This design comes from an exercise in tuning for small area and a short achievable clock period on the open sky130 flow, not from production work.
No run shown here included a check of the RTL's function; only the layout flow was run.

==> flow/design.v, too long to show whole: its modules and the start of the top module <==
// module grad_top: 1827 lines
module grad_top (
    input  wire logic        clk,
    input  wire logic        rst,
    input  wire logic        in_valid,
    input  wire logic        sof,
    input  wire logic [7:0]  pixel,
    output logic             out_valid,
    output logic [32:0]      grad
);
  // ...
==> flow/run.sh <==
#!/bin/bash
# synth_recipe.tcl (not shown) runs the flow's synth.tcl, then flattens the netlist and writes it again
# the make line also repeats each setting of config.mk as NAME=value (left out here)
make -C /OpenROAD-flow-scripts/flow DESIGN_CONFIG=/design/flow/config.mk WORK_HOME=/design/flow/orfs CLKGATE_MAP_FILE= SYNTH_SCRIPT=/design/flow/synth_recipe.tcl finish
==> flow/config.mk <==
export PLATFORM = sky130hd
export DESIGN_NAME = grad_top
export DESIGN_NICKNAME = grad_top
export VERILOG_FILES = /design/flow/design.v
export SDC_FILE = /design/flow/constraint.sdc
export NUM_CORES = 4
export LEC_CHECK = 0
export CAP_MARGIN = 20
export CORE_MARGIN = 2
export CORE_UTILIZATION = 65
export CTS_CLUSTER_DIAMETER = 80
export CTS_CLUSTER_SIZE = 25
export SLEW_MARGIN = 20
==> flow/constraint.sdc <==
create_clock -name core_clock -period 26.0 [get_ports {clk}]
set_input_delay 5.2000 -clock core_clock [delete_from_list [all_inputs] [get_ports {clk}]]
set_output_delay 5.2000 -clock core_clock [all_outputs]
set_load 0.01 [all_outputs]
==> flow_summary_export.csv, run 1 <==
group,metric,value,unit
grt,met2_usage,0.385,
synthesis,mappedNetlistNets,2957,
synthesis,avgSynthCellArea,11.4,sq um
worst_hold_path,min_to,"p3_neg$_DFF_P_",
routing,drt_iter0_drc,1007,
synthesis,synthCells,2613,
synthesis,synth_cell_type_count,84,
worst_setup_path,reg2reg_setup_slack,18.99,ns
layout,largest_reg_flops,264,
die,die_h,218,um
grt,use_met3,0.0318,
worst_setup_path,arrival,7.45,ns
synthesis,ys_ff_latch,622,
synthesis,synthXorXnorAreaFrac,0.0504,
layout,regMostFlops,"sr",
grt,gr-total-overflow,0,
worst_setup_path,rr_endpoint,"p3_drem[1]$_DFF_P_",
synthesis,synth_area,29700,sq um
routing,dr.pass1.iters,5,
worst_hold_path,hp-start,"p2_neg$_DFF_P_",
die,initial_utilization,0.657,
layout,insertedDiodeCount,0,
place,place_area,30800,sq um
place,detailedPlace.worstSlack,19.00,ns
routing,routed_wl,49.9,mm
status,outcome,"complete, no violations",
timing,finalSetupViolCount,0,
routing,ant_nets,0,
die,num_tap_cells,600,
clock_tree,clock-sinks,622,
layout,drive_gt1_frac,0.0651,
worst_setup_path,worstSetupPathDepth,25,
synthesis,synthAdderAreaFrac,0.158,
worst_setup_path,worstRegToRegCells,25,
==> run 2: changes to the inputs <==
--- a/flow/design.v
+++ b/flow/design.v
@@ -40,46 +40,60 @@
     end
     always_ff @(posedge clk) begin
         if (in_v) begin
             sr[0] <= in_pix;
             for (int i = 1; i < 33; i++)
                 sr[i] <= sr[i-1];
         end
     end
-    logic [8-1:0] vld;
+    logic [10-1:0] vld;
     always_ff @(posedge clk) begin
         if (!rst)
             vld <= '0;
         else
-            vld <= {vld[8-2:0], in_v & interior};
+            vld <= {vld[10-2:0], in_v & interior};
     end
-    assign out_valid = vld[8-1];
+    assign out_valid = vld[10-1];
     logic [8:0] dv, dh;
     logic [7:0] av, ah;
     logic       neg, ovf, hz;
     logic [7:0] dsr;
     assign dv = {1'b0, sr[0]}  - {1'b0, sr[32]};
     assign dh = {1'b0, sr[15]} - {1'b0, sr[17]};
     assign av = dv[8] ? 8'(-dv[7:0]) : dv[7:0];
     assign ah = dh[8] ? 8'(-dh[7:0]) : dh[7:0];
     assign neg = (dv[8] ^ dh[8]) && (av != 8'd0);
     assign ovf = (ah[7:5] == 3'd0) && (av[7:3] >= ah[4:0]) && (av != 8'd0);
     assign hz  = (ah == 8'd0);
     assign dsr = ovf ? 8'd0 : {ah[7:1], ah[0] | hz};
+    logic [8:0] dq0_t;
+    assign dq0_t = {{3'd0, av[7:3]}, av[2:0][2]};
+    logic [8:0] dq0_d;
+    logic dq0_ge;
+    logic [9:0] dq0_x;
+    assign dq0_x = {1'b0, dq0_t} - {1'b0, {1'b0, dsr}};
+    assign dq0_d = dq0_x[8:0];
+    assign dq0_ge = !dq0_x[9];
+    logic [7:0] dq0_r;
+    assign dq0_r = dq0_ge ? dq0_d[7:0] : dq0_t[7:0];
+    logic [0:0] dq0_q;
+    assign dq0_q = {dq0_ge};
     logic [7:0] p1_drem;
-    logic [7:0] p1_dsr;
+    logic [7:0] p1_ndsr;
     logic p1_neg;
+    logic p1_dquo;
     logic [2:0] p1_num;
     logic [7:0] p1_av;
     logic [7:0] p1_ah;
     always_ff @(posedge clk) begin
-        p1_drem <= {3'd0, av[7:3]};
-        p1_dsr <= dsr;
+        p1_drem <= dq0_r;
+        p1_ndsr <= ~(dsr);
         p1_neg <= neg;
+        p1_dquo <= dq0_q;
         p1_num <= av[2:0];
         p1_av <= av;
         p1_ah <= ah;
     end
     logic sq_w1;
     logic sq_w2;
     assign sq_w1 = (p1_av[0] & p1_av[7]) ^ (p1_av[1] & p1_av[6]);
     assign sq_w2 = (p1_av[0] & p1_av[7]) & (p1_av[1] & p1_av[6]);
@@ -278,84 +292,70 @@
     logic sq_w99;
     logic sq_w100;
     assign sq_w99 = sq_w73 ^ p1_ah[7] ^ sq_w72;
     assign sq_w100 = (sq_w73 & p1_ah[7]) | (sq_w73 & sq_w72) | (p1_ah[7] & sq_w72);
     logic [16:0] sq_r0, sq_r1, ssq;
     assign sq_r0 = {1'b0, sq_w74, sq_w99, sq_w97, sq_w95, sq_w93, sq_w91, sq_w89, sq_w87, sq_w85, sq_w83, sq_w81, sq_w79, sq_w77, sq_w75, 1'b0, p1_av[0]};
     assign sq_r1 = {1'b0, sq_w100, sq_w98, sq_w96, sq_w94, sq_w92, sq_w90, sq_w88, sq_w86, sq_w84, sq_w82, sq_w80, sq_w78, sq_w76, p1_ah[1], 1'b0, p1_ah[0]};
     assign ssq = sq_r0 + sq_r1;
-    logic [8:0] dq0_t;
-    assign dq0_t = {p1_drem, p1_num[2]};
-    logic [8:0] dq0_d;
-    logic dq0_ge;
-    logic [9:0] dq0_x;
-    assign dq0_x = {1'b0, dq0_t} - {1'b0, {1'b0, p1_dsr}};
-    assign dq0_d = dq0_x[8:0];
-    assign dq0_ge = !dq0_x[9];
-    logic [7:0] dq0_r;
-    assign dq0_r = dq0_ge ? dq0_d[7:0] : dq0_t[7:0];
-    logic [0:0] dq0_q;
-    assign dq0_q = {dq0_ge};
     logic [8:0] dq1_t;
-    assign dq1_t = {dq0_r, p1_num[1]};
+    assign dq1_t = {p1_drem, p1_num[1]};
     logic [8:0] dq1_d;
     logic dq1_ge;
     logic [9:0] dq1_x;
-    assign dq1_x = {1'b0, dq1_t} - {1'b0, {1'b0, p1_dsr}};
+    assign dq1_x = {1'b0, dq1_t} - {1'b0, {1'b0, (~p1_ndsr)}};
     assign dq1_d = dq1_x[8:0];
     assign dq1_ge = !dq1_x[9];
     logic [7:0] dq1_r;
     assign dq1_r = dq1_ge ? dq1_d[7:0] : dq1_t[7:0];
     logic [1:0] dq1_q;
-    assign dq1_q = {dq0_q, dq1_ge};
-    logic [7:0] p2_drem;
-    logic [7:0] p2_dsr;
-    logic p2_neg;
-    logic [1:0] p2_dquo;
-    logic [2:0] p2_num;
-    logic [16:0] p2_srad;
-    always_ff @(posedge clk) begin
-        p2_drem <= dq1_r;
-        p2_dsr <= p1_dsr;
-        p2_neg <= p1_neg;
-        p2_dquo <= dq1_q;
-        p2_num <= p1_num;
-        p2_srad <= ssq;
-    end
+    assign dq1_q = {p1_dquo, dq1_ge};
     logic [8:0] dq2_t;
-    assign dq2_t = {p2_drem, p2_num[0]};
+    assign dq2_t = {dq1_r, p1_num[0]};
     logic [8:0] dq2_d;
     logic dq2_ge;
     logic [9:0] dq2_x;
-    assign dq2_x = {1'b0, dq2_t} - {1'b0, {1'b0, p2_dsr}};
+    assign dq2_x = {1'b0, dq2_t} - {1'b0, {1'b0, (~p1_ndsr)}};
     assign dq2_d = dq2_x[8:0];
     assign dq2_ge = !dq2_x[9];
     logic [7:0] dq2_r;
     assign dq2_r = dq2_ge ? dq2_d[7:0] : dq2_t[7:0];
     logic [2:0] dq2_q;
-    assign dq2_q = {p2_dquo, dq2_ge};
+    assign dq2_q = {dq1_q, dq2_ge};
+    logic [7:0] p2_drem;
+    logic [7:0] p2_ndsr;
+    logic p2_neg;
+    logic [2:0] p2_dquo;
+    logic [16:0] p2_srad;
+    always_ff @(posedge clk) begin
+        p2_drem <= dq2_r;
+        p2_ndsr <= ~((~p1_ndsr));
+        p2_neg <= p1_neg;
+        p2_dquo <= dq2_q;
+        p2_srad <= ssq;
+    end
     logic [8:0] dq3_t;
-    assign dq3_t = {dq2_r, 1'b0};
+    assign dq3_t = {p2_drem, 1'b0};
     logic [8:0] dq3_d;
     logic dq3_ge;
     logic [9:0] dq3_x;
-    assign dq3_x = {1'b0, dq3_t} - {1'b0, {1'b0, p2_dsr}};
+    assign dq3_x = {1'b0, dq3_t} - {1'b0, {1'b0, (~p2_ndsr)}};
     assign dq3_d = dq3_x[8:0];
     assign dq3_ge = !dq3_x[9];
     logic [7:0] dq3_r;
     assign dq3_r = dq3_ge ? dq3_d[7:0] : dq3_t[7:0];
     logic [3:0] dq3_q;
-    assign dq3_q = {dq2_q, dq3_ge};
+    assign dq3_q = {p2_dquo, dq3_ge};
     logic [8:0] dq4_t;
     assign dq4_t = {dq3_r, 1'b0};
     logic [8:0] dq4_d;
     logic dq4_ge;
     logic [9:0] dq4_x;
-    assign dq4_x = {1'b0, dq4_t} - {1'b0, {1'b0, p2_dsr}};
+    assign dq4_x = {1'b0, dq4_t} - {1'b0, {1'b0, (~p2_ndsr)}};
     assign dq4_d = dq4_x[8:0];
     assign dq4_ge = !dq4_x[9];
     logic [7:0] dq4_r;
     assign dq4_r = dq4_ge ? dq4_d[7:0] : dq4_t[7:0];
     logic [4:0] dq4_q;
     assign dq4_q = {dq3_q, dq4_ge};
     logic [2:0] sq0_c, sq0_t;
     assign sq0_c = 3'({1'b0, p2_srad[16]});
@@ -437,19 +437,59 @@
     assign sq1_d[1] = sq1_p[1] ^ sq1_cy[1];
     assign sq1_d[2] = sq1_p[2] ^ sq1_cy[2];
     assign sq1_d[3] = sq1_p[3] ^ sq1_cy[3];
     assign sq1_ge = sq1_cy[4];
     logic [2:0] sq1_r;
     logic [1:0] sq1_q;
     assign sq1_r = sq1_ge ? sq1_d[2:0] : sq1_c[2:0];
     assign sq1_q = {sq0_q, sq1_ge};
+    logic [7:0] p3_drem;
+    logic [7:0] p3_ndsr;
+    logic p3_neg;
+    logic [4:0] p3_dquo;
+    logic [16:0] p3_srad;
+    logic [2:0] p3_srem;
+    logic [1:0] p3_sroot;
+    always_ff @(posedge clk) begin
+        p3_drem <= dq4_r;
+        p3_ndsr <= ~((~p2_ndsr));
+        p3_neg <= p2_neg;
+        p3_dquo <= dq4_q;
+        p3_srad <= p2_srad;
+        p3_srem <= sq1_r;
+        p3_sroot <= sq1_q;
+    end
+    logic [8:0] dq5_t;
+    assign dq5_t = {p3_drem, 1'b0};
+    logic [8:0] dq5_d;
+    logic dq5_ge;
+    logic [9:0] dq5_x;
+    assign dq5_x = {1'b0, dq5_t} - {1'b0, {1'b0, (~p3_ndsr)}};
+    assign dq5_d = dq5_x[8:0];
+    assign dq5_ge = !dq5_x[9];
+    logic [7:0] dq5_r;
+    assign dq5_r = dq5_ge ? dq5_d[7:0] : dq5_t[7:0];
+    logic [5:0] dq5_q;
+    assign dq5_q = {p3_dquo, dq5_ge};
+    logic [8:0] dq6_t;
+    assign dq6_t = {dq5_r, 1'b0};
+    logic [8:0] dq6_d;
+    logic dq6_ge;
+    logic [9:0] dq6_x;
+    assign dq6_x = {1'b0, dq6_t} - {1'b0, {1'b0, (~p3_ndsr)}};
+    assign dq6_d = dq6_x[8:0];
+    assign dq6_ge = !dq6_x[9];
+    logic [7:0] dq6_r;
+    assign dq6_r = dq6_ge ? dq6_d[7:0] : dq6_t[7:0];
+    logic [6:0] dq6_q;
+    assign dq6_q = {dq5_q, dq6_ge};
     logic [4:0] sq2_c, sq2_t;
-    assign sq2_c = 5'({sq1_r, p2_srad[13:12]});
-    assign sq2_t = 5'({sq1_q, 2'b01});
+    assign sq2_c = 5'({p3_srem, p3_srad[13:12]});
+    assign sq2_t = 5'({p3_sroot, 2'b01});
     logic [4:0] sq2_a, sq2_b;
     assign sq2_a = sq2_c;
     assign sq2_b = sq2_t;
     logic [4:0] sq2_g, sq2_p, sq2_d;
     logic [5:0] sq2_cy;
     logic sq2_ge;
     assign sq2_g[0] = sq2_a[0] & !sq2_b[0];
     assign sq2_p[0] = !(sq2_a[0] ^ sq2_b[0]);
@@ -492,72 +532,20 @@
     assign sq2_d[1] = sq2_p[1] ^ sq2_cy[1];
     assign sq2_d[2] = sq2_p[2] ^ sq2_cy[2];
     assign sq2_d[3] = sq2_p[3] ^ sq2_cy[3];
     assign sq2_d[4] = sq2_p[4] ^ sq2_cy[4];
     assign sq2_ge = sq2_cy[5];
     logic [3:0] sq2_r;
     logic [2:0] sq2_q;
     assign sq2_r = sq2_ge ? sq2_d[3:0] : sq2_c[3:0];
-    assign sq2_q = {sq1_q, sq2_ge};
-    logic [7:0] p3_drem;
-    logic [7:0] p3_dsr;
-    logic p3_neg;
-    logic [4:0] p3_dquo;
-    logic [16:0] p3_srad;
-    logic [3:0] p3_srem;
-    logic [2:0] p3_sroot;
-    always_ff @(posedge clk) begin
-        p3_drem <= dq4_r;
-        p3_dsr <= p2_dsr;
-        p3_neg <= p2_neg;
-        p3_dquo <= dq4_q;
-        p3_srad <= p2_srad;
-        p3_srem <= sq2_r;
-        p3_sroot <= sq2_q;
-    end
-    logic [8:0] dq5_t;
-    assign dq5_t = {p3_drem, 1'b0};
-    logic [8:0] dq5_d;
-    logic dq5_ge;
-    logic [9:0] dq5_x;
-    assign dq5_x = {1'b0, dq5_t} - {1'b0, {1'b0, p3_dsr}};
-    assign dq5_d = dq5_x[8:0];
-    assign dq5_ge = !dq5_x[9];
-    logic [7:0] dq5_r;
-    assign dq5_r = dq5_ge ? dq5_d[7:0] : dq5_t[7:0];
-    logic [5:0] dq5_q;
-    assign dq5_q = {p3_dquo, dq5_ge};
-    logic [8:0] dq6_t;
-    assign dq6_t = {dq5_r, 1'b0};
-    logic [8:0] dq6_d;
-    logic dq6_ge;
-    logic [9:0] dq6_x;
-    assign dq6_x = {1'b0, dq6_t} - {1'b0, {1'b0, p3_dsr}};
-    assign dq6_d = dq6_x[8:0];
-    assign dq6_ge = !dq6_x[9];
-    logic [7:0] dq6_r;
-    assign dq6_r = dq6_ge ? dq6_d[7:0] : dq6_t[7:0];
-    logic [6:0] dq6_q;
-    assign dq6_q = {dq5_q, dq6_ge};
-    logic [8:0] dq7_t;
-    assign dq7_t = {dq6_r, 1'b0};
-    logic [8:0] dq7_d;
-    logic dq7_ge;
-    logic [9:0] dq7_x;
-    assign dq7_x = {1'b0, dq7_t} - {1'b0, {1'b0, p3_dsr}};
-    assign dq7_d = dq7_x[8:0];
-    assign dq7_ge = !dq7_x[9];
-    logic [7:0] dq7_r;
-    assign dq7_r = dq7_ge ? dq7_d[7:0] : dq7_t[7:0];
-    logic [7:0] dq7_q;
-    assign dq7_q = {dq6_q, dq7_ge};
+    assign sq2_q = {p3_sroot, sq2_ge};
     logic [5:0] sq3_c, sq3_t;
-    assign sq3_c = 6'({p3_srem, p3_srad[11:10]});
-    assign sq3_t = 6'({p3_sroot, 2'b01});
+    assign sq3_c = 6'({sq2_r, p3_srad[11:10]});
+    assign sq3_t = 6'({sq2_q, 2'b01});
     logic [5:0] sq3_a, sq3_b;
     assign sq3_a = sq3_c;
     assign sq3_b = sq3_t;
     logic [5:0] sq3_g, sq3_p, sq3_d;
     logic [6:0] sq3_cy;
     logic sq3_ge;
     assign sq3_g[0] = sq3_a[0] & !sq3_b[0];
     assign sq3_p[0] = !(sq3_a[0] ^ sq3_b[0]);
@@ -607,20 +595,60 @@
     assign sq3_d[2] = sq3_p[2] ^ sq3_cy[2];
     assign sq3_d[3] = sq3_p[3] ^ sq3_cy[3];
     assign sq3_d[4] = sq3_p[4] ^ sq3_cy[4];
     assign sq3_d[5] = sq3_p[5] ^ sq3_cy[5];
     assign sq3_ge = sq3_cy[6];
     logic [4:0] sq3_r;
     logic [3:0] sq3_q;
     assign sq3_r = sq3_ge ? sq3_d[4:0] : sq3_c[4:0];
-    assign sq3_q = {p3_sroot, sq3_ge};
+    assign sq3_q = {sq2_q, sq3_ge};
+    logic [7:0] p4_drem;
+    logic [7:0] p4_ndsr;
+    logic p4_neg;
+    logic [6:0] p4_dquo;
+    logic [16:0] p4_srad;
+    logic [4:0] p4_srem;
+    logic [3:0] p4_sroot;
+    always_ff @(posedge clk) begin
+        p4_drem <= dq6_r;
+        p4_ndsr <= ~((~p3_ndsr));
+        p4_neg <= p3_neg;
+        p4_dquo <= dq6_q;
+        p4_srad <= p3_srad;
+        p4_srem <= sq3_r;
+        p4_sroot <= sq3_q;
+    end
+    logic [8:0] dq7_t;
+    assign dq7_t = {p4_drem, 1'b0};
+    logic [8:0] dq7_d;
+    logic dq7_ge;
+    logic [9:0] dq7_x;
+    assign dq7_x = {1'b0, dq7_t} - {1'b0, {1'b0, (~p4_ndsr)}};
+    assign dq7_d = dq7_x[8:0];
+    assign dq7_ge = !dq7_x[9];
+    logic [7:0] dq7_r;
+    assign dq7_r = dq7_ge ? dq7_d[7:0] : dq7_t[7:0];
+    logic [7:0] dq7_q;
+    assign dq7_q = {p4_dquo, dq7_ge};
+    logic [8:0] dq8_t;
+    assign dq8_t = {dq7_r, 1'b0};
+    logic [8:0] dq8_d;
+    logic dq8_ge;
+    logic [9:0] dq8_x;
+    assign dq8_x = {1'b0, dq8_t} - {1'b0, {1'b0, (~p4_ndsr)}};
+    assign dq8_d = dq8_x[8:0];
+    assign dq8_ge = !dq8_x[9];
+    logic [7:0] dq8_r;
+    assign dq8_r = dq8_ge ? dq8_d[7:0] : dq8_t[7:0];
+    logic [8:0] dq8_q;
+    assign dq8_q = {dq7_q, dq8_ge};
     logic [6:0] sq4_c, sq4_t;
-    assign sq4_c = 7'({sq3_r, p3_srad[9:8]});
-    assign sq4_t = 7'({sq3_q, 2'b01});
+    assign sq4_c = 7'({p4_srem, p4_srad[9:8]});
+    assign sq4_t = 7'({p4_sroot, 2'b01});
     logic [6:0] sq4_a, sq4_b;
     assign sq4_a = sq4_c;
     assign sq4_b = sq4_t;
     logic [6:0] sq4_g, sq4_p, sq4_d;
     logic [7:0] sq4_cy;
     logic sq4_ge;
     assign sq4_g[0] = sq4_a[0] & !sq4_b[0];
     assign sq4_p[0] = !(sq4_a[0] ^ sq4_b[0]);
@@ -683,19 +711,19 @@
     assign sq4_d[3] = sq4_p[3] ^ sq4_cy[3];
     assign sq4_d[4] = sq4_p[4] ^ sq4_cy[4];
     assign sq4_d[5] = sq4_p[5] ^ sq4_cy[5];
     assign sq4_d[6] = sq4_p[6] ^ sq4_cy[6];
     assign sq4_ge = sq4_cy[7];
     logic [5:0] sq4_r;
     logic [4:0] sq4_q;
     assign sq4_r = sq4_ge ? sq4_d[5:0] : sq4_c[5:0];
-    assign sq4_q = {sq3_q, sq4_ge};
+    assign sq4_q = {p4_sroot, sq4_ge};
     logic [7:0] sq5_c, sq5_t;
-    assign sq5_c = 8'({sq4_r, p3_srad[7:6]});
+    assign sq5_c = 8'({sq4_r, p4_srad[7:6]});
     assign sq5_t = 8'({sq4_q, 2'b01});
     logic [7:0] sq5_a, sq5_b;
     assign sq5_a = sq5_c;
     assign sq5_b = sq5_t;
     logic [7:0] sq5_g, sq5_p, sq5_d;
     logic [8:0] sq5_cy;
     logic sq5_ge;
     assign sq5_g[0] = sq5_a[0] & !sq5_b[0];
@@ -767,71 +795,59 @@
     assign sq5_d[5] = sq5_p[5] ^ sq5_cy[5];
     assign sq5_d[6] = sq5_p[6] ^ sq5_cy[6];
     assign sq5_d[7] = sq5_p[7] ^ sq5_cy[7];
     assign sq5_ge = sq5_cy[8];
     logic [6:0] sq5_r;
     logic [5:0] sq5_q;
     assign sq5_r = sq5_ge ? sq5_d[6:0] : sq5_c[6:0];
     assign sq5_q = {sq4_q, sq5_ge};
-    logic [7:0] p4_drem;
-    logic [7:0] p4_dsr;
-    logic p4_neg;
-    logic [7:0] p4_dquo;
-    logic [16:0] p4_srad;
-    logic [6:0] p4_srem;
-    logic [5:0] p4_sroot;
+    logic [7:0] p5_drem;
+    logic [7:0] p5_ndsr;
+    logic p5_neg;
+    logic [8:0] p5_dquo;
+    logic [16:0] p5_srad;
+    logic [6:0] p5_srem;
+    logic [5:0] p5_sroot;
     always_ff @(posedge clk) begin
-        p4_drem <= dq7_r;
-        p4_dsr <= p3_dsr;
-        p4_neg <= p3_neg;
-        p4_dquo <= dq7_q;
-        p4_srad <= p3_srad;
-        p4_srem <= sq5_r;
-        p4_sroot <= sq5_q;
+        p5_drem <= dq8_r;
+        p5_ndsr <= ~((~p4_ndsr));
+        p5_neg <= p4_neg;
+        p5_dquo <= dq8_q;
+        p5_srad <= p4_srad;
+        p5_srem <= sq5_r;
+        p5_sroot <= sq5_q;
     end
-    logic [8:0] dq8_t;
-    assign dq8_t = {p4_drem, 1'b0};
-    logic [8:0] dq8_d;
-    logic dq8_ge;
-    logic [9:0] dq8_x;
-    assign dq8_x = {1'b0, dq8_t} - {1'b0, {1'b0, p4_dsr}};
-    assign dq8_d = dq8_x[8:0];
-    assign dq8_ge = !dq8_x[9];
-    logic [7:0] dq8_r;
-    assign dq8_r = dq8_ge ? dq8_d[7:0] : dq8_t[7:0];
-    logic [8:0] dq8_q;
-    assign dq8_q = {p4_dquo, dq8_ge};
     logic [8:0] dq9_t;
-    assign dq9_t = {dq8_r, 1'b0};
+    assign dq9_t = {p5_drem, 1'b0};
     logic [8:0] dq9_d;
     logic dq9_ge;
     logic [9:0] dq9_x;
-    assign dq9_x = {1'b0, dq9_t} - {1'b0, {1'b0, p4_dsr}};
+    assign dq9_x = {1'b0, dq9_t} - {1'b0, {1'b0, (~p5_ndsr)}};
     assign dq9_d = dq9_x[8:0];
     assign dq9_ge = !dq9_x[9];
     logic [7:0] dq9_r;
     assign dq9_r = dq9_ge ? dq9_d[7:0] : dq9_t[7:0];
     logic [9:0] dq9_q;
-    assign dq9_q = {dq8_q, dq9_ge};
+    assign dq9_q = {p5_dquo, dq9_ge};
     logic [8:0] dq10_t;
     assign dq10_t = {dq9_r, 1'b0};
     logic [8:0] dq10_d;
     logic dq10_ge;
     logic [9:0] dq10_x;
-    assign dq10_x = {1'b0, dq10_t} - {1'b0, {1'b0, p4_dsr}};
+    assign dq10_x = {1'b0, dq10_t} - {1'b0, {1'b0, (~p5_ndsr)}};
     assign dq10_d = dq10_x[8:0];
     assign dq10_ge = !dq10_x[9];
     logic [7:0] dq10_r;
     assign dq10_r = dq10_ge ? dq10_d[7:0] : dq10_t[7:0];
     logic [10:0] dq10_q;
     assign dq10_q = {dq9_q, dq10_ge};
     logic [8:0] sq6_c, sq6_t;
-    assign sq6_c = 9'({p4_srem, p4_srad[5:4]});
-    assign sq6_t = 9'({p4_sroot, 2'b01});
+    assign sq6_c = 9'({p5_srem, p5_srad[5:4]});
+    assign sq6_t = 9'({p5_sroot, 2'b01});
     logic [8:0] sq6_a, sq6_b;
     assign sq6_a = sq6_c;
     assign sq6_b = sq6_t;
     logic [8:0] sq6_g, sq6_p, sq6_d;
     logic [9:0] sq6_cy;
     logic sq6_ge;
     assign sq6_g[0] = sq6_a[0] & !sq6_b[0];
     assign sq6_p[0] = !(sq6_a[0] ^ sq6_b[0]);
@@ -911,19 +927,19 @@
     assign sq6_d[5] = sq6_p[5] ^ sq6_cy[5];
     assign sq6_d[6] = sq6_p[6] ^ sq6_cy[6];
     assign sq6_d[7] = sq6_p[7] ^ sq6_cy[7];
     assign sq6_d[8] = sq6_p[8] ^ sq6_cy[8];
     assign sq6_ge = sq6_cy[9];
     logic [7:0] sq6_r;
     logic [6:0] sq6_q;
     assign sq6_r = sq6_ge ? sq6_d[7:0] : sq6_c[7:0];
-    assign sq6_q = {p4_sroot, sq6_ge};
+    assign sq6_q = {p5_sroot, sq6_ge};
     logic [9:0] sq7_c, sq7_t;
-    assign sq7_c = 10'({sq6_r, p4_srad[3:2]});
+    assign sq7_c = 10'({sq6_r, p5_srad[3:2]});
     assign sq7_t = 10'({sq6_q, 2'b01});
     logic [9:0] sq7_a, sq7_b;
     assign sq7_a = sq7_c;
     assign sq7_b = sq7_t;
     logic [9:0] sq7_g, sq7_p, sq7_d;
     logic [10:0] sq7_cy;
     logic sq7_ge;
     assign sq7_g[0] = sq7_a[0] & !sq7_b[0];
@@ -1012,71 +1028,59 @@
     assign sq7_d[7] = sq7_p[7] ^ sq7_cy[7];
     assign sq7_d[8] = sq7_p[8] ^ sq7_cy[8];
     assign sq7_d[9] = sq7_p[9] ^ sq7_cy[9];
     assign sq7_ge = sq7_cy[10];
     logic [8:0] sq7_r;
     logic [7:0] sq7_q;
     assign sq7_r = sq7_ge ? sq7_d[8:0] : sq7_c[8:0];
     assign sq7_q = {sq6_q, sq7_ge};
-    logic [7:0] p5_drem;
-    logic [7:0] p5_dsr;
-    logic p5_neg;
-    logic [10:0] p5_dquo;
-    logic [16:0] p5_srad;
-    logic [8:0] p5_srem;
-    logic [7:0] p5_sroot;
+    logic [7:0] p6_drem;
+    logic [7:0] p6_ndsr;
+    logic p6_neg;
+    logic [10:0] p6_dquo;
+    logic [16:0] p6_srad;
+    logic [8:0] p6_srem;
+    logic [7:0] p6_sroot;
     always_ff @(posedge clk) begin
-        p5_drem <= dq10_r;
-        p5_dsr <= p4_dsr;
-        p5_neg <= p4_neg;
-        p5_dquo <= dq10_q;
-        p5_srad <= p4_srad;
-        p5_srem <= sq7_r;
-        p5_sroot <= sq7_q;
+        p6_drem <= dq10_r;
+        p6_ndsr <= ~((~p5_ndsr));
+        p6_neg <= p5_neg;
+        p6_dquo <= dq10_q;
+        p6_srad <= p5_srad;
+        p6_srem <= sq7_r;
+        p6_sroot <= sq7_q;
     end
     logic [8:0] dq11_t;
-    assign dq11_t = {p5_drem, 1'b0};
+    assign dq11_t = {p6_drem, 1'b0};
     logic [8:0] dq11_d;
     logic dq11_ge;
     logic [9:0] dq11_x;
-    assign dq11_x = {1'b0, dq11_t} - {1'b0, {1'b0, p5_dsr}};
+    assign dq11_x = {1'b0, dq11_t} - {1'b0, {1'b0, (~p6_ndsr)}};
     assign dq11_d = dq11_x[8:0];
     assign dq11_ge = !dq11_x[9];
     logic [7:0] dq11_r;
     assign dq11_r = dq11_ge ? dq11_d[7:0] : dq11_t[7:0];
     logic [11:0] dq11_q;
-    assign dq11_q = {p5_dquo, dq11_ge};
+    assign dq11_q = {p6_dquo, dq11_ge};
     logic [8:0] dq12_t;
     assign dq12_t = {dq11_r, 1'b0};
     logic [8:0] dq12_d;
     logic dq12_ge;
     logic [9:0] dq12_x;
-    assign dq12_x = {1'b0, dq12_t} - {1'b0, {1'b0, p5_dsr}};
+    assign dq12_x = {1'b0, dq12_t} - {1'b0, {1'b0, (~p6_ndsr)}};
     assign dq12_d = dq12_x[8:0];
     assign dq12_ge = !dq12_x[9];
     logic [7:0] dq12_r;
     assign dq12_r = dq12_ge ? dq12_d[7:0] : dq12_t[7:0];
     logic [12:0] dq12_q;
     assign dq12_q = {dq11_q, dq12_ge};
-    logic [8:0] dq13_t;
-    assign dq13_t = {dq12_r, 1'b0};
-    logic [8:0] dq13_d;
-    logic dq13_ge;
-    logic [9:0] dq13_x;
-    assign dq13_x = {1'b0, dq13_t} - {1'b0, {1'b0, p5_dsr}};
-    assign dq13_d = dq13_x[8:0];
-    assign dq13_ge = !dq13_x[9];
-    logic [7:0] dq13_r;
-    assign dq13_r = dq13_ge ? dq13_d[7:0] : dq13_t[7:0];
-    logic [13:0] dq13_q;
-    assign dq13_q = {dq12_q, dq13_ge};
     logic [10:0] sq8_c, sq8_t;
-    assign sq8_c = 11'({p5_srem, p5_srad[1:0]});
-    assign sq8_t = 11'({p5_sroot, 2'b01});
+    assign sq8_c = 11'({p6_srem, p6_srad[1:0]});
+    assign sq8_t = 11'({p6_sroot, 2'b01});
     logic [10:0] sq8_a, sq8_b;
     assign sq8_a = sq8_c;
     assign sq8_b = sq8_t;
     logic [10:0] sq8_g, sq8_p, sq8_d;
     logic [11:0] sq8_cy;
     logic sq8_ge;
     assign sq8_g[0] = sq8_a[0] & !sq8_b[0];
     assign sq8_p[0] = !(sq8_a[0] ^ sq8_b[0]);
@@ -1176,17 +1180,17 @@
     assign sq8_d[7] = sq8_p[7] ^ sq8_cy[7];
     assign sq8_d[8] = sq8_p[8] ^ sq8_cy[8];
     assign sq8_d[9] = sq8_p[9] ^ sq8_cy[9];
     assign sq8_d[10] = sq8_p[10] ^ sq8_cy[10];
     assign sq8_ge = sq8_cy[11];
     logic [9:0] sq8_r;
     logic [8:0] sq8_q;
     assign sq8_r = sq8_ge ? sq8_d[9:0] : sq8_c[9:0];
-    assign sq8_q = {p5_sroot, sq8_ge};
+    assign sq8_q = {p6_sroot, sq8_ge};
     logic [11:0] sq9_c, sq9_t;
     assign sq9_c = 12'({sq8_r, 2'b00});
     assign sq9_t = 12'({sq8_q, 2'b01});
     logic [11:0] sq9_a, sq9_b;
     assign sq9_a = sq9_c;
     assign sq9_b = sq9_t;
     logic [11:0] sq9_g, sq9_p, sq9_d;
     logic [12:0] sq9_cy;
@@ -1297,71 +1301,59 @@
     assign sq9_d[9] = sq9_p[9] ^ sq9_cy[9];
     assign sq9_d[10] = sq9_p[10] ^ sq9_cy[10];
     assign sq9_d[11] = sq9_p[11] ^ sq9_cy[11];
     assign sq9_ge = sq9_cy[12];
     logic [10:0] sq9_r;
     logic [9:0] sq9_q;
     assign sq9_r = sq9_ge ? sq9_d[10:0] : sq9_c[10:0];
     assign sq9_q = {sq8_q, sq9_ge};
-    logic [7:0] p6_drem;
-    logic [7:0] p6_dsr;
-    logic p6_neg;
-    logic [13:0] p6_dquo;
-    logic [16:0] p6_srad;
-    logic [10:0] p6_srem;
-    logic [9:0] p6_sroot;
+    logic [7:0] p7_drem;
+    logic [7:0] p7_ndsr;
+    logic p7_neg;
+    logic [12:0] p7_dquo;
+    logic [16:0] p7_srad;
+    logic [10:0] p7_srem;
+    logic [9:0] p7_sroot;
     always_ff @(posedge clk) begin
-        p6_drem <= dq13_r;
-        p6_dsr <= p5_dsr;
-        p6_neg <= p5_neg;
-        p6_dquo <= dq13_q;
-        p6_srad <= p5_srad;
-        p6_srem <= sq9_r;
-        p6_sroot <= sq9_q;
+        p7_drem <= dq12_r;
+        p7_ndsr <= ~((~p6_ndsr));
+        p7_neg <= p6_neg;
+        p7_dquo <= dq12_q;
+        p7_srad <= p6_srad;
+        p7_srem <= sq9_r;
+        p7_sroot <= sq9_q;
     end
+    logic [8:0] dq13_t;
+    assign dq13_t = {p7_drem, 1'b0};
+    logic [8:0] dq13_d;
+    logic dq13_ge;
+    logic [9:0] dq13_x;
+    assign dq13_x = {1'b0, dq13_t} - {1'b0, {1'b0, (~p7_ndsr)}};
+    assign dq13_d = dq13_x[8:0];
+    assign dq13_ge = !dq13_x[9];
+    logic [7:0] dq13_r;
+    assign dq13_r = dq13_ge ? dq13_d[7:0] : dq13_t[7:0];
+    logic [13:0] dq13_q;
+    assign dq13_q = {p7_dquo, dq13_ge};
     logic [8:0] dq14_t;
-    assign dq14_t = {p6_drem, 1'b0};
+    assign dq14_t = {dq13_r, 1'b0};
     logic [8:0] dq14_d;
     logic dq14_ge;
     logic [9:0] dq14_x;
-    assign dq14_x = {1'b0, dq14_t} - {1'b0, {1'b0, p6_dsr}};
+    assign dq14_x = {1'b0, dq14_t} - {1'b0, {1'b0, (~p7_ndsr)}};
     assign dq14_d = dq14_x[8:0];
     assign dq14_ge = !dq14_x[9];
     logic [7:0] dq14_r;
     assign dq14_r = dq14_ge ? dq14_d[7:0] : dq14_t[7:0];
     logic [14:0] dq14_q;
-    assign dq14_q = {p6_dquo, dq14_ge};
-    logic [8:0] dq15_t;
-    assign dq15_t = {dq14_r, 1'b0};
-    logic [8:0] dq15_d;
-    logic dq15_ge;
-    logic [9:0] dq15_x;
-    assign dq15_x = {1'b0, dq15_t} - {1'b0, {1'b0, p6_dsr}};
-    assign dq15_d = dq15_x[8:0];
-    assign dq15_ge = !dq15_x[9];
-    logic [7:0] dq15_r;
-    assign dq15_r = dq15_ge ? dq15_d[7:0] : dq15_t[7:0];
-    logic [15:0] dq15_q;
-    assign dq15_q = {dq14_q, dq15_ge};
-    logic [8:0] dq16_t;
-    assign dq16_t = {dq15_r, 1'b0};
-    logic [8:0] dq16_d;
-    logic dq16_ge;
-    logic [9:0] dq16_x;
-    assign dq16_x = {1'b0, dq16_t} - {1'b0, {1'b0, p6_dsr}};
-    assign dq16_d = dq16_x[8:0];
-    assign dq16_ge = !dq16_x[9];
-    logic [7:0] dq16_r;
-    assign dq16_r = dq16_ge ? dq16_d[7:0] : dq16_t[7:0];
-    logic [16:0] dq16_q;
-    assign dq16_q = {dq15_q, dq16_ge};
+    assign dq14_q = {dq13_q, dq14_ge};
     logic [12:0] sq10_c, sq10_t;
-    assign sq10_c = 13'({p6_srem, 2'b00});
-    assign sq10_t = 13'({p6_sroot, 2'b01});
+    assign sq10_c = 13'({p7_srem, 2'b00});
+    assign sq10_t = 13'({p7_sroot, 2'b01});
     logic [12:0] sq10_a, sq10_b;
     assign sq10_a = sq10_c;
     assign sq10_b = sq10_t;
     logic [12:0] sq10_g, sq10_p, sq10_d;
     logic [13:0] sq10_cy;
     logic sq10_ge;
     assign sq10_g[0] = sq10_a[0] & !sq10_b[0];
     assign sq10_p[0] = !(sq10_a[0] ^ sq10_b[0]);
@@ -1478,20 +1470,60 @@
     assign sq10_d[9] = sq10_p[9] ^ sq10_cy[9];
     assign sq10_d[10] = sq10_p[10] ^ sq10_cy[10];
     assign sq10_d[11] = sq10_p[11] ^ sq10_cy[11];
     assign sq10_d[12] = sq10_p[12] ^ sq10_cy[12];
     assign sq10_ge = sq10_cy[13];
     logic [11:0] sq10_r;
     logic [10:0] sq10_q;
     assign sq10_r = sq10_ge ? sq10_d[11:0] : sq10_c[11:0];
-    assign sq10_q = {p6_sroot, sq10_ge};
+    assign sq10_q = {p7_sroot, sq10_ge};
+    logic [7:0] p8_drem;
+    logic [7:0] p8_ndsr;
+    logic p8_neg;
+    logic [14:0] p8_dquo;
+    logic [16:0] p8_srad;
+    logic [11:0] p8_srem;
+    logic [10:0] p8_sroot;
+    always_ff @(posedge clk) begin
+        p8_drem <= dq14_r;
+        p8_ndsr <= ~((~p7_ndsr));
+        p8_neg <= p7_neg;
+        p8_dquo <= dq14_q;
+        p8_srad <= p7_srad;
+        p8_srem <= sq10_r;
+        p8_sroot <= sq10_q;
+    end
+    logic [8:0] dq15_t;
+    assign dq15_t = {p8_drem, 1'b0};
+    logic [8:0] dq15_d;
+    logic dq15_ge;
+    logic [9:0] dq15_x;
+    assign dq15_x = {1'b0, dq15_t} - {1'b0, {1'b0, (~p8_ndsr)}};
+    assign dq15_d = dq15_x[8:0];
+    assign dq15_ge = !dq15_x[9];
+    logic [7:0] dq15_r;
+    assign dq15_r = dq15_ge ? dq15_d[7:0] : dq15_t[7:0];
+    logic [15:0] dq15_q;
+    assign dq15_q = {p8_dquo, dq15_ge};
+    logic [8:0] dq16_t;
+    assign dq16_t = {dq15_r, 1'b0};
+    logic [8:0] dq16_d;
+    logic dq16_ge;
+    logic [9:0] dq16_x;
+    assign dq16_x = {1'b0, dq16_t} - {1'b0, {1'b0, (~p8_ndsr)}};
+    assign dq16_d = dq16_x[8:0];
+    assign dq16_ge = !dq16_x[9];
+    logic [7:0] dq16_r;
+    assign dq16_r = dq16_ge ? dq16_d[7:0] : dq16_t[7:0];
+    logic [16:0] dq16_q;
+    assign dq16_q = {dq15_q, dq16_ge};
     logic [13:0] sq11_c, sq11_t;
-    assign sq11_c = 14'({sq10_r, 2'b00});
-    assign sq11_t = 14'({sq10_q, 2'b01});
+    assign sq11_c = 14'({p8_srem, 2'b00});
+    assign sq11_t = 14'({p8_sroot, 2'b01});
     logic [13:0] sq11_a, sq11_b;
     assign sq11_a = sq11_c;
     assign sq11_b = sq11_t;
     logic [13:0] sq11_g, sq11_p, sq11_d;
     logic [14:0] sq11_cy;
     logic sq11_ge;
     assign sq11_g[0] = sq11_a[0] & !sq11_b[0];
     assign sq11_p[0] = !(sq11_a[0] ^ sq11_b[0]);
@@ -1615,60 +1647,60 @@
     assign sq11_d[10] = sq11_p[10] ^ sq11_cy[10];
     assign sq11_d[11] = sq11_p[11] ^ sq11_cy[11];
     assign sq11_d[12] = sq11_p[12] ^ sq11_cy[12];
     assign sq11_d[13] = sq11_p[13] ^ sq11_cy[13];
     assign sq11_ge = sq11_cy[14];
     logic [12:0] sq11_r;
     logic [11:0] sq11_q;
     assign sq11_r = sq11_ge ? sq11_d[12:0] : sq11_c[12:0];
-    assign sq11_q = {sq10_q, sq11_ge};
-    logic [7:0] p7_drem;
-    logic [7:0] p7_dsr;
-    logic p7_neg;
-    logic [16:0] p7_dquo;
-    logic [16:0] p7_srad;
-    logic [12:0] p7_srem;
-    logic [11:0] p7_sroot;
+    assign sq11_q = {p8_sroot, sq11_ge};
+    logic [7:0] p9_drem;
+    logic [7:0] p9_ndsr;
+    logic p9_neg;
+    logic [16:0] p9_dquo;
+    logic [16:0] p9_srad;
+    logic [12:0] p9_srem;
+    logic [11:0] p9_sroot;
     always_ff @(posedge clk) begin
-        p7_drem <= dq16_r;
-        p7_dsr <= p6_dsr;
-        p7_neg <= p6_neg;
-        p7_dquo <= dq16_q;
-        p7_srad <= p6_srad;
-        p7_srem <= sq11_r;
-        p7_sroot <= sq11_q;
+        p9_drem <= dq16_r;
+        p9_ndsr <= ~((~p8_ndsr));
+        p9_neg <= p8_neg;
+        p9_dquo <= dq16_q;
+        p9_srad <= p8_srad;
+        p9_srem <= sq11_r;
+        p9_sroot <= sq11_q;
     end
     logic [8:0] dq17_t;
-    assign dq17_t = {p7_drem, 1'b0};
+    assign dq17_t = {p9_drem, 1'b0};
     logic [8:0] dq17_d;
     logic dq17_ge;
     logic [9:0] dq17_x;
-    assign dq17_x = {1'b0, dq17_t} - {1'b0, {1'b0, p7_dsr}};
+    assign dq17_x = {1'b0, dq17_t} - {1'b0, {1'b0, (~p9_ndsr)}};
     assign dq17_d = dq17_x[8:0];
     assign dq17_ge = !dq17_x[9];
     logic [7:0] dq17_r;
     assign dq17_r = dq17_ge ? dq17_d[7:0] : dq17_t[7:0];
     logic [17:0] dq17_q;
-    assign dq17_q = {p7_dquo, dq17_ge};
+    assign dq17_q = {p9_dquo, dq17_ge};
     logic [8:0] dq18_t;
     assign dq18_t = {dq17_r, 1'b0};
     logic [8:0] dq18_d;
     logic dq18_ge;
     logic [9:0] dq18_x;
-    assign dq18_x = {1'b0, dq18_t} - {1'b0, {1'b0, p7_dsr}};
+    assign dq18_x = {1'b0, dq18_t} - {1'b0, {1'b0, (~p9_ndsr)}};
     assign dq18_d = dq18_x[8:0];
     assign dq18_ge = !dq18_x[9];
     logic [7:0] dq18_r;
     assign dq18_r = dq18_ge ? dq18_d[7:0] : dq18_t[7:0];
     logic [18:0] dq18_q;
     assign dq18_q = {dq17_q, dq18_ge};
     logic [14:0] sq12_c, sq12_t;
-    assign sq12_c = 15'({p7_srem, 2'b00});
-    assign sq12_t = 15'({p7_sroot, 2'b01});
+    assign sq12_c = 15'({p9_srem, 2'b00});
+    assign sq12_t = 15'({p9_sroot, 2'b01});
     logic [14:0] sq12_a, sq12_b;
     assign sq12_a = sq12_c;
     assign sq12_b = sq12_t;
     logic [14:0] sq12_g, sq12_p, sq12_d;
     logic [15:0] sq12_cy;
     logic sq12_ge;
     assign sq12_g[0] = sq12_a[0] & !sq12_b[0];
     assign sq12_p[0] = !(sq12_a[0] ^ sq12_b[0]);
@@ -1808,23 +1840,23 @@
     assign sq12_d[11] = sq12_p[11] ^ sq12_cy[11];
     assign sq12_d[12] = sq12_p[12] ^ sq12_cy[12];
     assign sq12_d[13] = sq12_p[13] ^ sq12_cy[13];
     assign sq12_d[14] = sq12_p[14] ^ sq12_cy[14];
     assign sq12_ge = sq12_cy[15];
     logic [13:0] sq12_r;
     logic [12:0] sq12_q;
     assign sq12_r = sq12_ge ? sq12_d[13:0] : sq12_c[13:0];
-    assign sq12_q = {p7_sroot, sq12_ge};
+    assign sq12_q = {p9_sroot, sq12_ge};
     logic [18:0] q, q_low, q_neg;
     logic [19:0] tan;
     assign q = dq18_q;
     assign q_low[0] = 1'b0;
     for (genvar i = 1; i < 19; i++) begin : g_low
         assign q_low[i] = |q[i-1:0];
     end
     assign q_neg = q ^ q_low;
-    assign tan = p7_neg ? {1'b1, (&q) ? 19'd0 : q_neg} : {1'b0, q};
+    assign tan = p9_neg ? {1'b1, (&q) ? 19'd0 : q_neg} : {1'b0, q};
     always_ff @(posedge clk) begin
         grad <= {sq12_q, tan};
     end
 endmodule
 `default_nettype wire
==> flow/flow/run.sh (new file) <==
#!/bin/bash
# The standard layout, with the port buffers made from buf_4 cells instead of the
# resizer's default pick (a delay cell), so that the ports are not slowed down.
set -euo pipefail
export BUFFER_PORTS_ARGS="-buffer_cell sky130_fd_sc_hd__buf_4"
bash standard.sh > standard.log 2>&1
==> flow/standard.sh (new file) <==
#!/bin/bash
# synth_recipe.tcl (not shown) runs the flow's synth.tcl, then flattens the netlist and writes it again
# the make line also repeats each setting of config.mk as NAME=value (left out here)
make -C /OpenROAD-flow-scripts/flow DESIGN_CONFIG=/design/flow/config.mk WORK_HOME=/design/flow/orfs CLKGATE_MAP_FILE= SYNTH_SCRIPT=/design/flow/synth_recipe.tcl "${@:-finish}"
removed: flow/run.sh
==> flow_summary_export.csv, run 2 <==
group,metric,value,unit
place,hpwl,35.3,mm
routing,wire_per_inst,14.9,um
timing,max_slew.worst_pin.slew,0.978,ns
clock_tree,cts_root_buffer,"clkbuf_16",
die,die_h,222,um
clock_tree,cts_tree,"done",
synthesis,yosysSeqAreaShare,0.555,
synthesis,synthCells,2591,
clock_tree,numCtsBuffers,39,
worst_setup_path,crit_type,"reg2reg",
timing,report.final.slew_viol_count,0,
synthesis,ys_warn_count,2,
worst_setup_path,cp-start-kind,"flip-flop",
layout,reg_top3,"sr (264), grad (33)",
grt,grt_usage,0.202,
clock_tree,path_clk_slew,0.09,ns
layout,stdcell_count,3295,
layout,multiInputGateArea,12800,sq um
layout,final_nets,3003,
synthesis,synthXorXnorAreaFrac,0.0528,
clock_tree,clk_path_buf_depth,3,
worst_setup_path,startpoint,"sr[0][0]$_DFFE_PP_",
synthesis,yosysMostFrequentCell,"dfxtp_1",
place,numPortBuffers,45,
die,die-area,49500,sq um
worst_setup_path,crit_fanout,12,
synthesis,avgSynthCellArea,12.0,sq um
synthesis,yosysTopAreaCellShare,0.300,
layout,drive_gt1_frac,0.0698,
layout,final_common_cell,"dfxtp_1",
synthesis,synthFlopType,"dfxtp_1",
worst_setup_path,timing.rr.start,"sr[0][0]$_DFFE_PP_",
routing,ant_nets,0,
clock_tree,post_cts_buffers,0,
clock_tree,cts_resized,0,
synthesis,synth_mux_area_frac,0.0254,
synthesis,synth_commonest_cells,"dfxtp_1 (465), edfxtp_1 (264), ha_1 (259)",
grt,grt_pass1_vias,17801,
worst_hold_path,min_path_type,"reg2reg",
layout,insertedDiodeCount,0,
place,dp.cells,3230,
layout,syn_to_final_growth,7.57,%
timing,finClkSkew,0.0274,ns
clock_tree,insertion_delay,0.58,ns
synthesis,synth_top_family_by_area,"adder cells",
synthesis,netlist_top_cells_area,"dfxtp_1 (30%), edfxtp_1 (26%), ha_1 (10%)",
layout,regMostFlops,"sr",
worst_setup_path,cp-end-kind,"flip-flop",
timing,period_minus_slack,6.53,ns
grt,grt_max_degree,184,
layout,mostFrequentLayoutCells,"dfxtp_1 (464), edfxtp_1 (264), ha_1 (259)",
job,drv_cap,0,
die,pin_count,46,
worst_setup_path,crit_family,"compound AO/OA/AOI/OAI gates",
synthesis,synth_async_sr_flop_share,0,
routing,dr.pass1.iters,5,
routing,num_vias,17894,
synthesis,yosys.area.top_type,"dfxtp_1",
worst_setup_path,critPathSlowestCell,"fa_1",
synthesis,synth_area,31000,sq um
layout,ff_latch_area,17200,sq um
timing,period_share,0.251,
synthesis,synth_compound_area_frac,0.105,
synthesis,synth_simple_gate_area_frac,0.0745,
timing,finalSetupViolCount,0,
synthesis,synth_cell_type_count,74,
worst_setup_path,cp.required,26.47,ns
die,rows,80,
timing,tns,0,ns
synthesis,mappedNetlistNets,2937,
synthesis,synthAdderAreaFrac,0.153,
timing,finalHoldViolCount,0,
layout,largest_reg_flops,264,
layout,fillers,3359,
grt,grt_pass1_wl,83.0,mm
worst_setup_path,arrival,6.99,ns
die,initial_utilization,0.654,
die,die_w,222,um
routing,drc,0,
clock_tree,cts.htree.levels,2,
grt,gr-total-overflow,0,
routing,routed_wl,49.0,mm
die,core-area,47400,sq um
timing,max_freq,0.153,GHz
clock_tree,clock-sinks,729,
synthesis,ys_ff_latch,729,
worst_setup_path,cp_num_buf_inv,5,
routing,vias_per_cell,5.43,
worst_setup_path,slowest_delay,0.42,ns
status,outcome,"complete, no violations",
worst_setup_path,critical_path.most_common_cell,"inv_1",
routing,drt_iter0_drc,968,
layout,finalCoreUtilization,0.704,
timing,slew_headroom,0.346,
clock_tree,cts_hold_buffers,0,
synthesis,synth_enable_flop_cells,264,
place,place_congestion,0.824,
timing,rsz0062_at_grt,"false",
worst_hold_path,hp-start,"p3_srad[2]$_DFF_P_",
grt,antenna_found_initial,0,
==> run 2: worst register-to-register path: cells and delay by family (launching register included) <==
| family | cells | cell delay [ns] |
|---|---|---|
| simple gates | 6 | 0.97 |
| mux | 1 | 0.36 |
| xor+xnor | 1 | 0.28 |
| buf+inv | 5 | 0.37 |
| flops | 1 | 0.39 |
| fa+ha+maj | 6 | 1.73 |
| compound gates | 11 | 2.32 |
==> run 2: final timing paths <==
path / endpoint / slack [ns] / cells after the start
setup / recovery: p1_drem[2]$_DFF_P_ / 19.47 / 30
hold / removal: p4_srad[2]$_DFF_P_ / 0.31 / 0
hold reg to reg: p4_srad[2]$_DFF_P_ / 0.31 / 0
setup reg to reg: p1_drem[2]$_DFF_P_ / 19.47 / 30
==> run 2: area by class of cell <==
class                      instances  area share
sequential                       729       0.516
multi-input combinational       1592       0.382
clock buffer                      53      0.0321
inverter                         235      0.0264
tap                              615      0.0231
timing repair buffer              60      0.0145
clock inverter                    11     0.00499
==> run 2: per-layer routing <==
layer / global-route usage / routed length [um] / vias to the layer above
met5: 0 / 0 / -
met4: 0.0639 / 1350 / 0
met3: 0.0307 / 1360 / 95
met2: 0.352 / 24200 / 224
met1: 0.260 / 22100 / 8522
li1: - / - / 9053
==> run 2: kinds of logic (layout without fill, tap and decap cells) <==
family,after synthesis,after routing
AND/OR/NAND/NOR,479,479
flip-flops,729,729
buffers and inverters,270,359
other,1,1
XOR/XNOR,187,187
multiplexers,72,72
AO/OA/AOI/OAI,518,518
adder cells (fa/ha/maj),335,335
==> run 2: stage by stage <==
step,hold WS [ns],worst slack (ns),cell area (sq um)
floorplan,0.310,18.90,31000
global placement,0.310,19.64,32100
detailed placement,0.312,19.50,32100
CTS,0.309,19.46,33400
global route,0.308,18.98,33400
finish,0.310,19.47,33400

what the ideal ports hide:
No port has a modelled driver above. Below, the same layouts with a new extraction and two added sets of constraints.
Step 1, drivers: a clkbuf_16 drives clk and a buf_2 each remaining input, both assumed.
Step 2 moves the port delays by t, midway between the first and last clock arrival at a register: inputs arrive t later, outputs are due t later. That takes back most of the time a late clock gives input paths.
a / b / c = ideal / step 1 / step 2; a / b = the first two.
| run | t, ns | slack for setup (ns) | cell pins on the clock port's net |
|---|---|---|---|
| run 1 | 0.615 | 18.992 / 18.992 / 18.992 | 1 |
| run 2 | 0.621 | 19.474 / 19.474 / 19.474 | 1 |
After both steps setup and hold are still met in every run listed.
